This design comes from an exercise in tuning for small area and a short achievable clock period on the open sky130 flow, not from production work. In this exercise RTL edits were held to simulation tests only and were not proved equivalent to the original.

main:
==> flow/design.v <==
module data_mem_inv (
    input  logic a,
    output logic y
);
    assign y = ~a;
endmodule
module data_mem_nor2 (
    input  logic a,
    input  logic b,
    output logic y
);
    assign y = ~(a | b);
endmodule
module data_mem_wen (
    input  logic sel,
    input  logic all,
    input  logic lane,
    output logic en_n
);
    assign en_n = ~((sel | all) & lane);
endmodule
module data_mem_wgate (
    input  logic d,
    input  logic clr,
    output logic w_n
);
    assign w_n = ~(d & ~clr);
endmodule
module data_mem_nor3 (
    input  logic [2:0] a,
    output logic       y
);
    assign y = ~|a;
endmodule
module data_mem_rfin (
    input  logic z0,
    input  logic z1,
    input  logic ld_n,
    input  logic hq_na,
    input  logic hq_nb,
    output logic y
);
    assign y = ~((z0 & z1 & hq_na) | (ld_n & hq_nb));
endmodule
module data_mem_nand3 (
    input  logic [2:0] a,
    output logic       y
);
    assign y = ~&a;
endmodule
module data_mem_nand4 (
    input  logic [3:0] a,
    output logic       y
);
    assign y = ~&a;
endmodule
module data_mem_slice3 (
    input  logic [2:0] en_na,
    input  logic [2:0] en_nb,
    input  logic       w_n,
    input  logic [2:0] q,
    input  logic [2:0] sel,
    output logic [2:0] y,
    output logic       r_n
);
    assign y   = (en_na & q) | (~en_nb & {3{~w_n}});
    assign r_n = ~(|(sel & q));
endmodule
module data_mem_slice4 (
    input  logic [3:0] en_na,
    input  logic [3:0] en_nb,
    input  logic       w_n,
    input  logic [3:0] q,
    input  logic [3:0] sel,
    output logic [3:0] y,
    output logic       r3_n,
    output logic       r1_n
);
    assign y    = (en_na & q) | (~en_nb & {4{~w_n}});
    assign r3_n = ~(|(sel[2:0] & q[2:0]));
    assign r1_n = ~(sel[3] & q[3]);
endmodule
module data_mem_ctrl #(
    parameter int DATA_W = 32,
    parameter int DEPTH  = 64
) (
    input  logic                clk,
    input  logic                rst_n,
    input  logic                req,
    input  logic                we,
    input  logic [31:0]         addr,
    input  logic [DATA_W-1:0]   wdata,
    input  logic [DATA_W/8-1:0] be,
    output logic                ready,
    output logic                rvalid,
    output logic [DATA_W-1:0]   rdata,
    output logic                err
);
    localparam int BW    = DATA_W / 8;
    localparam int AW    = $clog2(DEPTH);
    localparam int NG    = 20;               
    logic [AW:0]         cnt_q;
    logic                clearing;
    logic                ready_q;
    localparam int NCLR = 2 * BW;
    logic [NCLR-1:0]     clr_q;
    always_ff @(posedge clk or negedge rst_n) begin
        if (!rst_n) begin
            cnt_q   <= '0;
            ready_q <= 1'b0;
            clr_q   <= '1;
        end else begin
            if (!cnt_q[AW]) begin
                cnt_q <= cnt_q + 1'b1;
            end
            ready_q <= ready_q | (&cnt_q[AW-1:0]);
            for (int k = 0; k < NCLR; k++) begin
                clr_q[k] <= clr_q[k] & ~(&cnt_q[AW-1:0]);
            end
        end
    end
    assign ready    = ready_q;
    assign clearing = ~cnt_q[AW];
    logic                acc;
    logic                oor;
    assign acc = req & cnt_q[AW];
    assign oor = |addr[31:AW+2];
    logic [7:0]          plo_n;
    logic [7:0]          phi_n;
    logic [DEPTH-1:0]    dec [BW];
    logic [5:0]          a_n;
    for (genvar i = 0; i < 6; i++) begin : g_ainv
        data_mem_inv u_i (.a(addr[2+i]), .y(a_n[i]));
    end
    for (genvar v = 0; v < 8; v++) begin : g_pdec
        data_mem_nand3 u_lo (
            .a({v[2] ? addr[4] : a_n[2], v[1] ? addr[3] : a_n[1], v[0] ? addr[2] : a_n[0]}),
            .y(plo_n[v])
        );
        data_mem_nand3 u_hi (
            .a({v[2] ? addr[7] : a_n[5], v[1] ? addr[6] : a_n[4], v[0] ? addr[5] : a_n[3]}),
            .y(phi_n[v])
        );
    end
    for (genvar r = 0; r < DEPTH; r++) begin : g_dec
        for (genvar l = 0; l < BW; l++) begin : g_lane
            data_mem_nor2 u_n (.a(plo_n[r%8]), .b(phi_n[r/8]), .y(dec[l][r]));
        end
    end
    logic [BW-1:0]       lane_en;
    logic [BW-1:0]       en_n [DEPTH];
    assign lane_en = ({BW{acc & we & ~oor}} & be) | {BW{clearing}};
    logic [DATA_W-1:0]   wcol_n [2];
    for (genvar b = 0; b < DATA_W; b++) begin : g_wcol
        for (genvar h = 0; h < 2; h++) begin : g_half
            data_mem_wgate u_g (.d(wdata[b]), .clr(clr_q[2*(b/8) + h]), .w_n(wcol_n[h][b]));
        end
    end
    for (genvar r = 0; r < DEPTH; r++) begin : g_en
        for (genvar l = 0; l < BW; l++) begin : g_lane
            data_mem_wen u_n (
                .sel (dec[l][r]),
                .all (clr_q[2*l + r/(DEPTH/2)]),
                .lane(lane_en[l]),
                .en_n(en_n[r][l])
            );
        end
    end
    logic [DATA_W-1:0]   mem_q [DEPTH];
    logic [DATA_W-1:0]   mem_d [DEPTH];
    logic                rd_acc;
    logic                ld_n;
    logic [DATA_W-1:0]   hq_n;
    logic                rvalid_q;
    logic [DATA_W-1:0]   rdata_q;
    logic [DATA_W-1:0]   rdata_d;
    logic                err_q;
    assign rd_acc = acc & ~we;
    assign ld_n   = ~(rd_acc & ~oor);
    assign hq_n   = ~(rdata_q & {DATA_W{~rd_acc}});
    for (genvar b = 0; b < DATA_W; b++) begin : g_bit
        localparam int L = b / 8;
        logic [NG+1:0] g_n;
        logic [5:0]    x;
        logic [1:0]    z;
        for (genvar g = 0; g < NG; g++) begin : g_grp
            logic [2:0] en3_n;
            logic [2:0] q3;
            logic [2:0] y3;
            assign en3_n = {en_n[3*g+2][L], en_n[3*g+1][L], en_n[3*g][L]};
            assign q3    = {mem_q[3*g+2][b], mem_q[3*g+1][b], mem_q[3*g][b]};
            data_mem_slice3 u_s (
                .en_na(en3_n),
                .en_nb(en3_n),
                .w_n  (wcol_n[g >= NG/2][b]),
                .q    (q3),
                .sel  (dec[L][3*g +: 3]),
                .y    (y3),
                .r_n  (g_n[g])
            );
            assign mem_d[3*g][b]   = y3[0];
            assign mem_d[3*g+1][b] = y3[1];
            assign mem_d[3*g+2][b] = y3[2];
        end
        begin : g_last
            logic [3:0] en4_n;
            logic [3:0] q4;
            logic [3:0] y4;
            assign en4_n = {en_n[3*NG+3][L], en_n[3*NG+2][L], en_n[3*NG+1][L], en_n[3*NG][L]};
            assign q4    = {mem_q[3*NG+3][b], mem_q[3*NG+2][b], mem_q[3*NG+1][b], mem_q[3*NG][b]};
            data_mem_slice4 u_s (
                .en_na(en4_n),
                .en_nb(en4_n),
                .w_n  (wcol_n[1][b]),
                .q    (q4),
                .sel  (dec[L][3*NG +: 4]),
                .y    (y4),
                .r3_n (g_n[NG]),
                .r1_n (g_n[NG+1])
            );
            assign mem_d[3*NG][b]   = y4[0];
            assign mem_d[3*NG+1][b] = y4[1];
            assign mem_d[3*NG+2][b] = y4[2];
            assign mem_d[3*NG+3][b] = y4[3];
        end
        data_mem_nand4 u_x0 (.a(g_n[3:0]),   .y(x[0]));
        data_mem_nand4 u_x1 (.a(g_n[7:4]),   .y(x[1]));
        data_mem_nand4 u_x2 (.a(g_n[11:8]),  .y(x[2]));
        data_mem_nand4 u_x3 (.a(g_n[15:12]), .y(x[3]));
        data_mem_nand3 u_x4 (.a(g_n[18:16]), .y(x[4]));
        data_mem_nand3 u_x5 (.a(g_n[21:19]), .y(x[5]));
        data_mem_nor3  u_z0 (.a(x[2:0]), .y(z[0]));
        data_mem_nor3  u_z1 (.a(x[5:3]), .y(z[1]));
        data_mem_rfin  u_f (
            .z0   (z[0]),
            .z1   (z[1]),
            .ld_n (ld_n),
            .hq_na(hq_n[b]),
            .hq_nb(hq_n[b]),
            .y    (rdata_d[b])
        );
    end
    always_ff @(posedge clk) begin
        for (int r = 0; r < DEPTH; r++) begin
            mem_q[r] <= mem_d[r];
        end
    end
    always_ff @(posedge clk or negedge rst_n) begin
        if (!rst_n) begin
            rvalid_q <= 1'b0;
            rdata_q  <= '0;
            err_q    <= 1'b0;
        end else begin
            rvalid_q <= rd_acc;
            err_q    <= acc & oor;
            rdata_q  <= rdata_d;
        end
    end
    assign rvalid = rvalid_q;
    assign rdata  = rdata_q;
    assign err    = err_q;
endmodule
export LEC_CHECK = 0
export CAP_MARGIN = 20
export CORE_MARGIN = 2
export CORE_UTILIZATION = 65
export CTS_CLUSTER_DIAMETER = 90
export CTS_CLUSTER_SIZE = 30
export SETUP_SLACK_MARGIN = 1.2
export SLEW_MARGIN = 20
export SYNTH_HIERARCHICAL = 1
export SYNTH_MINIMUM_KEEP_SIZE = 0
export TNS_END_PERCENT = 10
create_clock -name core_clock -period 3.5 [get_ports {clk}]
standard.sh (not shown) runs the stock make flow with config.mk's settings and CLKGATE_MAP_FILE= SYNTH_SCRIPT=/design/flow/synth_recipe.tcl, a recipe that flattens the netlist after the stock synthesis.
==> flow/flow/run.sh <==
#!/bin/bash
# The standard layout, with the port buffers made of plain buffers (instead of the delay
# cells buffer_ports picks by default) and timing repair free to resize across footprints.
set -euo pipefail
bash standard.sh \
  BUFFER_PORTS_ARGS="-buffer_cell sky130_fd_sc_hd__buf_2" \
  MATCH_CELL_FOOTPRINT=0 \
  finish > standard_flow.log 2>&1
Having completed the whole flow, main delivered a layout that passed the timing, DRC and antenna checks.
Setup changes, main to the feature branch
--- a/flow/design.v
+++ b/flow/design.v
@@ -23,10 +23,18 @@
     input  logic d,
     input  logic clr,
     output logic w_n
 );
     assign w_n = ~(d & ~clr);
+endmodule
+module data_mem_lane (
+    input  logic wr,
+    input  logic be,
+    input  logic clr,
+    output logic en
+);
+    assign en = (wr & be) | clr;
 endmodule
 module data_mem_nor3 (
     input  logic [2:0] a,
     output logic       y
 );
@@ -98,11 +106,10 @@
 );
     localparam int BW    = DATA_W / 8;
     localparam int AW    = $clog2(DEPTH);
     localparam int NG    = 20;               
     logic [AW:0]         cnt_q;
-    logic                clearing;
     logic                ready_q;
     localparam int NCLR = 2 * BW;
     logic [NCLR-1:0]     clr_q;
     always_ff @(posedge clk or negedge rst_n) begin
         if (!rst_n) begin
@@ -118,18 +125,17 @@
                 clr_q[k] <= clr_q[k] & ~(&cnt_q[AW-1:0]);
             end
         end
     end
     assign ready    = ready_q;
-    assign clearing = ~cnt_q[AW];
     logic                acc;
     logic                oor;
     assign acc = req & cnt_q[AW];
     assign oor = |addr[31:AW+2];
     logic [7:0]          plo_n;
     logic [7:0]          phi_n;
-    logic [DEPTH-1:0]    dec [BW];
+    logic [DEPTH-1:0]    dec [2];
     logic [5:0]          a_n;
     for (genvar i = 0; i < 6; i++) begin : g_ainv
         data_mem_inv u_i (.a(addr[2+i]), .y(a_n[i]));
     end
     for (genvar v = 0; v < 8; v++) begin : g_pdec
@@ -141,29 +147,34 @@
             .a({v[2] ? addr[7] : a_n[5], v[1] ? addr[6] : a_n[4], v[0] ? addr[5] : a_n[3]}),
             .y(phi_n[v])
         );
     end
     for (genvar r = 0; r < DEPTH; r++) begin : g_dec
+        data_mem_nor2 u_n0 (.a(plo_n[r%8]), .b(phi_n[r/8]), .y(dec[0][r]));
+        data_mem_nor2 u_n1 (.a(plo_n[r%8]), .b(phi_n[r/8]), .y(dec[1][r]));
+    end
+    logic [BW-1:0]       lane_en [2];
+    logic                wr_ok;
+    logic [BW-1:0]       en_n [DEPTH];
+    assign wr_ok = acc & we & ~oor;
+    for (genvar h = 0; h < 2; h++) begin : g_lhalf
         for (genvar l = 0; l < BW; l++) begin : g_lane
-            data_mem_nor2 u_n (.a(plo_n[r%8]), .b(phi_n[r/8]), .y(dec[l][r]));
-        end
-    end
-    logic [BW-1:0]       lane_en;
-    logic [BW-1:0]       en_n [DEPTH];
-    assign lane_en = ({BW{acc & we & ~oor}} & be) | {BW{clearing}};
+            data_mem_lane u_l (.wr(wr_ok), .be(be[l]), .clr(clr_q[2*l + h]), .en(lane_en[h][l]));
+        end
+    end
     logic [DATA_W-1:0]   wcol_n [2];
     for (genvar b = 0; b < DATA_W; b++) begin : g_wcol
         for (genvar h = 0; h < 2; h++) begin : g_half
             data_mem_wgate u_g (.d(wdata[b]), .clr(clr_q[2*(b/8) + h]), .w_n(wcol_n[h][b]));
         end
     end
     for (genvar r = 0; r < DEPTH; r++) begin : g_en
         for (genvar l = 0; l < BW; l++) begin : g_lane
             data_mem_wen u_n (
-                .sel (dec[l][r]),
+                .sel (dec[l/2][r]),
                 .all (clr_q[2*l + r/(DEPTH/2)]),
-                .lane(lane_en[l]),
+                .lane(lane_en[r/(DEPTH/2)][l]),
                 .en_n(en_n[r][l])
             );
         end
     end
     logic [DATA_W-1:0]   mem_q [DEPTH];
@@ -192,11 +203,11 @@
             data_mem_slice3 u_s (
                 .en_na(en3_n),
                 .en_nb(en3_n),
                 .w_n  (wcol_n[g >= NG/2][b]),
                 .q    (q3),
-                .sel  (dec[L][3*g +: 3]),
+                .sel  (dec[b/16][3*g +: 3]),
                 .y    (y3),
                 .r_n  (g_n[g])
             );
             assign mem_d[3*g][b]   = y3[0];
             assign mem_d[3*g+1][b] = y3[1];
@@ -211,11 +222,11 @@
             data_mem_slice4 u_s (
                 .en_na(en4_n),
                 .en_nb(en4_n),
                 .w_n  (wcol_n[1][b]),
                 .q    (q4),
-                .sel  (dec[L][3*NG +: 4]),
+                .sel  (dec[b/16][3*NG +: 4]),
                 .y    (y4),
                 .r3_n (g_n[NG]),
                 .r1_n (g_n[NG+1])
             );
             assign mem_d[3*NG][b]   = y4[0];
## What came out
Sort the feature branch and main by buffering overhead desc -> top: the feature branch. Of the feature branch and main, it is the feature branch that has the higher final instance area. On clock-cell share of area, the feature branch and main are basically level. Of the feature branch and main, the run reporting the higher starting density of the core was the feature branch. Die outline width (lower): the feature branch.

[static timing again, ports no longer ideal]
The flow's constraints put no driver on any port. The routed layouts listed below were extracted and timed again, unchanged, in two steps.
Step 1: set_driving_cell puts a clkbuf_16 on clk and a buf_2 on each other input, an assumption about the parent block.
Step 2, shift: input delay + t, output delay - t, t = (earliest + latest rising clock arrival at the registers) / 2. This alone moves slack from input paths to output paths.
Slacks: ideal ports / drivers / drivers and shift; pairs: ideal ports / drivers.
run	t, ns	setup slack, ns	slew at the worst register clock pin (ns)
main	0.787	1.076 / 1.117 / 0.330	0.12 / 0.12
the feature branch	0.784	1.078 / 1.067 / 0.282	0.12 / 0.12
After both steps every run listed still meets setup and hold. The setup slack of the feature branch, which loses most, moves by -0.011 ns with the drivers and by -0.796 ns with both steps.
